From an optimization exercise on the open Yosys and OpenROAD flow, aimed at small area, a short achievable clock period and few clock cycles per item; shortcuts taken in it are not production practice.
Function was checked by simulation only, so behaviour that the tests miss may differ from the original.

==> tundra <==
==> flow/design.v (excerpt) <==
module mult_iter #(
  parameter int WIDTH = 32,
  parameter int DIGIT = 8
) (
  input  logic             clk,
  input  logic             rst_n,
  input  logic             valid_in,
  output logic             ready_out,
  input  logic             sign,
  input  logic [WIDTH-1:0] src_a,
  input  logic [WIDTH-1:0] src_b,
  input  logic             flush,
  output logic             valid_out,
  input  logic             ready_in,
  output logic [WIDTH-1:0] hi,
  output logic [WIDTH-1:0] lo
);
  logic adv_q;                  
  logic rdy_q;                  
  logic v1_q, v2_q;             
  logic vo_q, n2_q;             
  logic en1, acc, pop, inc;
  logic v1_d, v2_d, vo_d, n2_d;
  logic [16:0] e1_q, e2_q, en_q;
  logic [32:0] b1_q;
  logic [16:0] e1_d, e2_d, en_d;
  logic [34:0] xa;
  logic [146:0] m_q, m_d;
  logic [63:0] p_q;
  logic [63:0] fx, fy, prod;
  logic [63:0] px_q;
  logic pp1;
  logic pp2;
  logic pp3;
  logic pp4;
  logic pp5;
  logic pp6;
  logic pp7;
  logic pp8;
  logic pp9;
  logic pp10;
  logic pp11;
  logic pp12;
  logic pp13;
  logic pp14;
  logic pp15;
  logic pp16;
  logic pp17;
  logic pp18;
  logic pp19;
  logic pp20;
  logic pp21;
  logic pp22;
  logic pp23;
  logic pp24;
  logic pp25;
  logic pp26;
  logic pp27;
  logic pp28;
  logic pp29;
  logic pp30;
  logic pp31;
  logic pp32;
  logic pp33;
  logic pp34;
  logic pp35;
  logic pp36;
  logic pp37;
  logic pp38;
  ...
clock: 10.0 ns
lec_check: 0
cap_margin: 0
core_margin: 2
core_utilization: 60
slew_margin: 0
synth_hierarchical: 1
standard.sh (not shown) runs the stock make flow with config.mk's settings and CLKGATE_MAP_FILE= SYNTH_SCRIPT=/design/flow/synth_recipe.tcl, a recipe that flattens the netlist after the stock synthesis.
==> flow/flow/run.sh <==
#!/bin/bash
# The standard layout, with plain buffers (buf_1) as the port buffers instead
# of the default choice.
set -euo pipefail
bash standard.sh "BUFFER_PORTS_ARGS=-buffer_cell sky130_fd_sc_hd__buf_1" finish > standard_flow.log 2>&1
==> inputs of fjord, as changes to tundra <==
CAP_MARGIN = 20   (was 0)
CTS_BUF_LIST = sky130_fd_sc_hd__clkbuf_4 sky130_fd_sc_hd__clkbuf_8   (was not set)
SLEW_MARGIN = 20   (was 0)
==> notes <==
- In routed wire length, tundra and fjord hardly differ.
- Of fjord and tundra, fjord has the higher setup slack (gap 0.025 ns).
- In first-iteration DRC count, fjord and tundra hardly differ.
- In tundra the clock-buffer cell count is lower than in fjord, by 33.
- Sequential share of layout area is about the same in fjord and tundra.
- Of fjord and tundra, fjord has the higher maximum frequency (gap about 0.6%, measured against tundra).
- In global-route usage, tundra and fjord hardly differ.
==> figures <==
                                                                tundra               fjord
Status                                         timing/DRC/antenna clean  timing/DRC/antenna clean
Utilization after layout                                          0.635               0.635
Met2 usage in global routing                                      0.594               0.585
Iteration-0 DRC count of the detailed router                       3731                3726
Clock network area share                                         0.0367              0.0364
Data required time of the worst path                           10.33 ns            10.40 ns
Setup ws final                                                  6.02 ns             6.04 ns
Relative area change from synthesis to final layout               4.73%               4.71%
Clkbuf count                                                         51                  84
Diode insertion count for antenna repair                              0                   3
Launching instance or port of the critical path      b1_q[24]$_DFFE_PN_  b1_q[25]$_DFFE_PN_
Met1 GRT Util                                                     0.488               0.484
Layout cells sized above 1                                        0.164               0.175
Worst slew margin relative to its limit                           0.252               0.239
Area of all placed cells without fillers                      40100 µm²           40100 µm²
DRT Pass-1 Iters                                                      8                   7
Final worst hold slack                                         0.476 ns            0.474 ns
Worst-margin pin slew                                           1.12 ns             1.14 ns
Clock Latency Late Sink                                         0.60 ns             0.69 ns
Testbench counts of tundra, summed over its fixed seeds: cycles 1,944, items 1,920.
Testbench counts of fjord, summed over its fixed seeds: cycles 1,944, items 1,920.

-- re-timing with driven ports --
Ports are ideal in the flow. The routed layouts listed here were re-timed in OpenROAD.
Step 1 sets driving cells, clkbuf_16 on the clock port and buf_2 on the other inputs (assumed; they add their load-dependent delay and slew).
Step 2 moves the port delays by t, midway between the first and last clock arrival at a register: inputs arrive t later, outputs are due t later. That takes back most of the time a late clock gives input paths.
Slacks: ideal / step 1 / step 2; pairs: ideal / step 1.
run | t, ns | slack for setup (ns) | worst register clock-pin slew, ns | worst slew at a driven data input, ns | cell pins on the clock port's net
tundra | 0.659 | 6.016 / 6.016 / 6.016 | 0.07 / 0.07 | 0.04 | 1
fjord | 0.728 | 6.042 / 6.042 / 6.042 | 0.07 / 0.07 | 0.04 | 1
After both steps setup and hold are still met in every run listed.
